This is an optimization exercise on Yosys and OpenROAD, whose aim is small area and a short achievable clock period, not a production implementation. No activity file was given, so power comes from the tool's default toggle rates.

==> inputs of run a <==
## trig_support_top
module trig_support_top (
  input  logic                              in_support_if,
  input  logic                              arst_n_i,
  input  logic                              wb_cyc_i,
  input  logic                              wb_stb_i,
  input  logic                              wb_we_i,
  input  logic [2:0]                        wb_adr_i,
  input  trig_pkg::addr_t                   wb_dat_i,
  output logic                              wb_ack_o,
  output trig_pkg::addr_t                   wb_dat_o,
  input  logic                              retire_valid_i,
  input  trig_pkg::addr_t                   retire_pc_i,
  input  trig_pkg::addr_t                   retire_mem_addr_i,
  input  logic [trig_pkg::ACCESS_BYTES-1:0] retire_rmask_i,
  input  logic [trig_pkg::ACCESS_BYTES-1:0] retire_wmask_i,
  input  logic                              retire_mmode_i,
  output logic                              match_valid_o,
  output trig_pkg::trig_vec_t               hit_exec_o,
  output trig_pkg::trig_vec_t               hit_load_o,
  output trig_pkg::trig_vec_t               hit_store_o,
  output logic                              any_exec_o,
  output logic                              any_load_o,
  output logic                              any_store_o,
  input  logic                              data_req_i,
  input  logic                              data_gnt_i,
  input  logic                              data_rvalid_i,
  input  logic                              data_we_i,
  output logic                              data_resp_was_store_o,
  input  logic                              instr_req_i,
  input  logic                              instr_gnt_i,
  input  logic                              instr_rvalid_i,
  input  trig_pkg::addr_t                   instr_addr_i,
  output trig_pkg::addr_t                   instr_resp_pc_o
);
  trig_pkg::addr_t [trig_pkg::NUM_TRIGGERS-1:0]       tdata1;
  trig_pkg::addr_t [trig_pkg::NUM_TRIGGERS-1:0]       tdata2;
  trig_pkg::match_kind_t [trig_pkg::NUM_TRIGGERS-1:0] match_kind;
  trig_pkg::trig_vec_t exec_en, load_en, store_en;
  trig_pkg::trig_vec_t pc_match, load_match, store_match;
  trig_csr_regs trig_csr_regs_i (
    .in_support_if (in_support_if), .arst_n_i (arst_n_i),
    .wb_cyc_i (wb_cyc_i), .wb_stb_i (wb_stb_i), .wb_we_i (wb_we_i),
    .wb_adr_i (wb_adr_i), .wb_dat_i (wb_dat_i),
  ...
clock: 5.5 ns
lec_check: 0
cap_margin: 20
core_margin: 2
core_utilization: 60
setup_slack_margin: 2.4
slew_margin: 20
standard.sh (not shown) runs the stock make flow with config.mk's settings and CLKGATE_MAP_FILE= SYNTH_SCRIPT=/design/flow/synth_recipe.tcl, a recipe that flattens the netlist after the stock synthesis.
==> flow/flow/run.sh <==
#!/bin/bash
# Standard layout, with every port buffered by the smallest buffer cell
# instead of the resizer's default choice, and a clock tree with larger
# sink clusters and no dummy loads
export BUFFER_PORTS_ARGS="-buffer_cell sky130_fd_sc_hd__buf_1"
export CTS_ARGS="-sink_clustering_enable -repair_clock_nets -dont_use_dummy_load -sink_clustering_size 24 -sink_clustering_max_diameter 60"
bash standard.sh > standard.log 2>&1
==> run b (differences from run a) <==
ABC_AREA = 1   (was unset)
==> run c (differences from run a) <==
--- a/flow/design.v
+++ b/flow/design.v
@@ -39,47 +39,40 @@
   output logic                                            wb_ack_o,
   output trig_pkg::addr_t                                 wb_dat_o,
   output trig_pkg::addr_t [trig_pkg::NUM_TRIGGERS-1:0]    tdata1_o,
   output trig_pkg::addr_t [trig_pkg::NUM_TRIGGERS-1:0]    tdata2_o
 );
   logic                           access;
+  logic [trig_pkg::TRIG_IDX_W-1:0] sel;
   logic [7:0]                     onehot;
-  logic [7:0]                     wr_en;
   trig_pkg::addr_t                rdata;
   assign access = wb_cyc_i && wb_stb_i && !wb_ack_o;
+  assign sel    = wb_adr_i[trig_pkg::TRIG_IDX_W:1];
   always_ff @(posedge in_support_if or negedge arst_n_i) begin
     if (!arst_n_i) begin
       wb_ack_o <= 1'b0;
     end else begin
       wb_ack_o <= access;
     end
   end
-  always_comb begin
-    for (int r = 0; r < 8; r++) begin
-      onehot[r] = (r[2] ? wb_adr_i[2] : ~wb_adr_i[2]) &
-                  (r[1] ? wb_adr_i[1] : ~wb_adr_i[1]) &
-                  (r[0] ? wb_adr_i[0] : ~wb_adr_i[0]);
-      wr_en[r]  = access & wb_we_i & onehot[r];
-    end
-  end
   always_ff @(posedge in_support_if or negedge arst_n_i) begin
     if (!arst_n_i) begin
       tdata1_o <= {trig_pkg::NUM_TRIGGERS{trig_pkg::TDATA1_DEFAULT}};
       tdata2_o <= '0;
-    end else begin
-      for (int t = 0; t < trig_pkg::NUM_TRIGGERS; t++) begin
-        if (wr_en[2*t]) begin
-          tdata1_o[t] <= wb_dat_i;
-        end
-        if (wr_en[2*t+1]) begin
-          tdata2_o[t] <= wb_dat_i;
-        end
+    end else if (access && wb_we_i) begin
+      if (wb_adr_i[0]) begin
+        tdata2_o[sel] <= wb_dat_i;
+      end else begin
+        tdata1_o[sel] <= wb_dat_i;
       end
     end
   end
   always_comb begin
+    for (int r = 0; r < 8; r++) begin
+      onehot[r] = wb_adr_i == 3'(r);
+    end
     rdata = '0;
     for (int t = 0; t < trig_pkg::NUM_TRIGGERS; t++) begin
       rdata = rdata | ({trig_pkg::XLEN{onehot[2*t]}}   & tdata1_o[t])
                     | ({trig_pkg::XLEN{onehot[2*t+1]}} & tdata2_o[t]);
     end
   end
@@ -132,59 +125,28 @@
   logic [29:0] word;
   logic [1:0]  low;
   logic        word_top;
   assign word     = retire_mem_addr_i[31:2];
   assign low      = retire_mem_addr_i[1:0];
   assign word_top = &word;
-  function automatic logic [1:0] cmp32(input logic [31:0] a, input logic [31:0] b);
-    logic [31:0] g, p;
-    g = a & ~b;
-    p = a | ~b;
-    for (int w = 16; w >= 1; w = w / 2) begin
-      for (int k = 0; k < w; k++) begin
-        g[k] = g[2*k+1] | (p[2*k+1] & g[2*k]);
-        p[k] = p[2*k+1] & p[2*k];
-      end
-    end
-    cmp32 = {g[0] | p[0], p[0] & ~g[0]};
-  endfunction
-  logic [3:0] rmask0, rmask1, wmask0, wmask1;
-  logic       r0, r1, w0, w1;
-  always_comb begin
-    rmask0 = '0; rmask1 = '0; wmask0 = '0; wmask1 = '0;
-    for (int b = 0; b < trig_pkg::ACCESS_BYTES; b++) begin
-      for (int j = 0; j < 4; j++) begin
-        if (32'(low) + b == j) begin
-          rmask0[j] = retire_rmask_i[b];
-          wmask0[j] = retire_wmask_i[b];
-        end
-        if (32'(low) + b == j + 4) begin
-          rmask1[j] = retire_rmask_i[b];
-          wmask1[j] = retire_wmask_i[b];
-        end
-      end
-    end
-    r0 = |rmask0;
-    r1 = |rmask1;
-    w0 = |wmask0;
-    w1 = |wmask1;
-  end
   always_comb begin
     for (int t = 0; t < trig_pkg::NUM_TRIGGERS; t++) begin
       logic        k_eq, k_ge, k_lt;
       logic        pc_eq, pc_ge;
       logic [29:0] th;
       logic [1:0]  tl;
       logic [29:0] bit_eq, bit_gt, next_ok;
       logic        eq0, ge0, gt0, lt0, eq1, gt1, lt1;
-      logic [3:0]  lsel;
-      logic        re0, re1, we0, we1;
+      logic        r0, r1, w0, w1, re0, re1, we0, we1;
+      logic [2:0]  s;
+      logic        lsel;
       k_eq = match_kind_i[t] == trig_pkg::MATCH_EQ;
       k_ge = match_kind_i[t] == trig_pkg::MATCH_GE;
       k_lt = match_kind_i[t] == trig_pkg::MATCH_LT;
-      {pc_ge, pc_eq} = cmp32(retire_pc_i, tdata2_i[t]);
+      pc_eq = retire_pc_i == tdata2_i[t];
+      pc_ge = retire_pc_i >= tdata2_i[t];
       pc_match_o[t] = (k_eq & pc_eq) | (k_ge & pc_ge) | (k_lt & ~pc_ge);
       th = tdata2_i[t][31:2];
       tl = tdata2_i[t][1:0];
       eq0 = word == th;
       ge0 = word >= th;
       gt0 = ge0 & ~eq0;
@@ -192,19 +154,29 @@
       bit_eq = ~(word ^ th);
       bit_gt = word & ~th;
       next_ok = {bit_eq[29:1] ^ bit_gt[28:0], ~bit_eq[0]};
       eq1 = &next_ok;
       gt1 = ge0 & ~word_top;
       lt1 = ~gt1 & ~eq1;
-      for (int j = 0; j < 4; j++) begin
-        lsel[j] = (k_eq & (2'(j) == tl)) | (k_ge & (2'(j) >= tl)) | (k_lt & (2'(j) < tl));
+      r0 = 1'b0; r1 = 1'b0; w0 = 1'b0; w1 = 1'b0;
+      re0 = 1'b0; re1 = 1'b0; we0 = 1'b0; we1 = 1'b0;
+      for (int b = 0; b < trig_pkg::ACCESS_BYTES; b++) begin
+        s = {1'b0, low} + 3'(b);
+        lsel = (k_eq & (s[1:0] == tl)) | (k_ge & (s[1:0] >= tl)) | (k_lt & (s[1:0] < tl));
+        if (s[2]) begin
+          r1  = r1  | retire_rmask_i[b];
+          w1  = w1  | retire_wmask_i[b];
+          re1 = re1 | (retire_rmask_i[b] & lsel);
+          we1 = we1 | (retire_wmask_i[b] & lsel);
+        end else begin
+          r0  = r0  | retire_rmask_i[b];
+          w0  = w0  | retire_wmask_i[b];
+          re0 = re0 | (retire_rmask_i[b] & lsel);
+          we0 = we0 | (retire_wmask_i[b] & lsel);
+        end
       end
-      re0 = |(rmask0 & lsel);
-      re1 = |(rmask1 & lsel);
-      we0 = |(wmask0 & lsel);
-      we1 = |(wmask1 & lsel);
       load_match_o[t]  = (eq0 & re0) | (eq1 & re1) |
                          (k_ge & ((gt0 & r0) | (gt1 & r1))) |
                          (k_lt & ((lt0 & r0) | (lt1 & r1)));
       store_match_o[t] = (eq0 & we0) | (eq1 & we1) |
                          (k_ge & ((gt0 & w0) | (gt1 & w1))) |
                          (k_lt & ((lt0 & w0) | (lt1 & w1)));
@@ -267,43 +239,41 @@
   output logic [WIDTH-1:0] attr_o
 );
   localparam int DEPTH = trig_pkg::ATTR_FIFO_DEPTH;
   logic [WIDTH-1:0]                  mem [DEPTH];
   logic [trig_pkg::ATTR_PTR_W-1:0]   wr_ptr;
   logic [DEPTH-1:0]                  rd_onehot;
-  logic [DEPTH-1:0]                  rd_state;
   logic [DEPTH-1:0]                  fill;
   logic                              push;
   logic                              pop;
   logic [WIDTH-1:0]                  head;
   assign push = req_i && gnt_i && !fill[DEPTH-1];
   assign pop  = rvalid_i && fill[0];
-  assign rd_onehot = {rd_state[DEPTH-1:1], ~rd_state[0]};
   always_comb begin
     head = '0;
     for (int i = 0; i < DEPTH; i++) begin
       head = head | ({WIDTH{rd_onehot[i]}} & mem[i]);
     end
   end
   assign attr_o = {WIDTH{pop}} & head;
   always_ff @(posedge in_support_if or negedge arst_n_i) begin
     if (!arst_n_i) begin
       wr_ptr    <= '0;
-      rd_state  <= '0;
+      rd_onehot <= DEPTH'(1);
       fill      <= '0;
     end else begin
       if (push && !pop) begin
         fill <= {fill[DEPTH-2:0], 1'b1};
       end else if (pop && !push) begin
         fill <= {1'b0, fill[DEPTH-1:1]};
       end
       if (push) begin
         wr_ptr <= wr_ptr + 1'b1;
       end
       if (pop) begin
-        rd_state <= {rd_onehot[DEPTH-2:0], ~rd_onehot[DEPTH-1]};
+        rd_onehot <= {rd_onehot[DEPTH-2:0], rd_onehot[DEPTH-1]};
       end
     end
   end
   always_ff @(posedge in_support_if) begin
     if (push) begin
       mem[wr_ptr] <= attr_i;
==> flow/run.sh (new file) <==
#!/bin/bash
# synth_recipe.tcl (not shown) runs the flow's synth.tcl, then flattens the netlist and writes it again
# the make line also repeats each setting of config.mk as NAME=value (left out here)
make -C /OpenROAD-flow-scripts/flow DESIGN_CONFIG=/design/flow/config.mk WORK_HOME=/design/flow/orfs CLKGATE_MAP_FILE= SYNTH_SCRIPT=/design/flow/synth_recipe.tcl finish
SETUP_SLACK_MARGIN = 2.7   (was 2.4)
removed: flow/flow/run.sh
removed: flow/standard.sh
==> comparison <==
Final cell count: run c is smaller than run b (19%).
First-iteration DRC count, lowest first: run a, run c, run b.
Global-route usage: run a < run b < run c.
Against run b, the clock-buffer cell count of run c is higher by 24.
Against run b, the die area of run a is smaller by about 5%.
Of run c and run b, run c has the higher routed wire length (gap 10%, measured against run b).
Area after synthesis, highest first: run b, run c, run a.
In run b the non-clock buffer count is lower than in run a, by 26.
Flip-flop and latch count is the same in run a and run c.
Between run a and run b, the lower setup slack is in run a (gap 400 ps).
Sequential power, lowest first: run c, run b, run a.
Function was not checked in any run of this note: the RTL went through the layout flow alone.

## port drivers added, routing unchanged
No port has a modelled driver above. Below, the same layouts with a new extraction and two added sets of constraints. Step 1 assumes that a clkbuf_16 drives the clock port and a buf_2 every other input. Step 2 adds t to the input delays and takes it off the output delays; t is the mean of the earliest and latest rising clock arrival at the registers after step 1. Input paths then give back, and output paths get back, about the clock's delay inside the block. a / b / c = ideal ports / drivers / drivers and shift; a / b = the first two.
run	t, ns	slack for setup (ns)	latest minus earliest clock arrival (ns)	worst register clock-pin slew, ns
run a	0.615	2.018 / 2.016 / 1.402	0.060 / 0.059	0.09 / 0.09
run b	0.620	2.418 / 2.442 / 1.836	0.078 / 0.078	0.09 / 0.09
run c	0.663	2.402 / 2.355 / 1.758	0.026 / 0.025	0.07 / 0.07
After both steps setup and hold are still met in every run listed. For run c, which loses most, drivers alone change the setup slack by -0.047 ns; drivers and shift together by -0.644 ns.
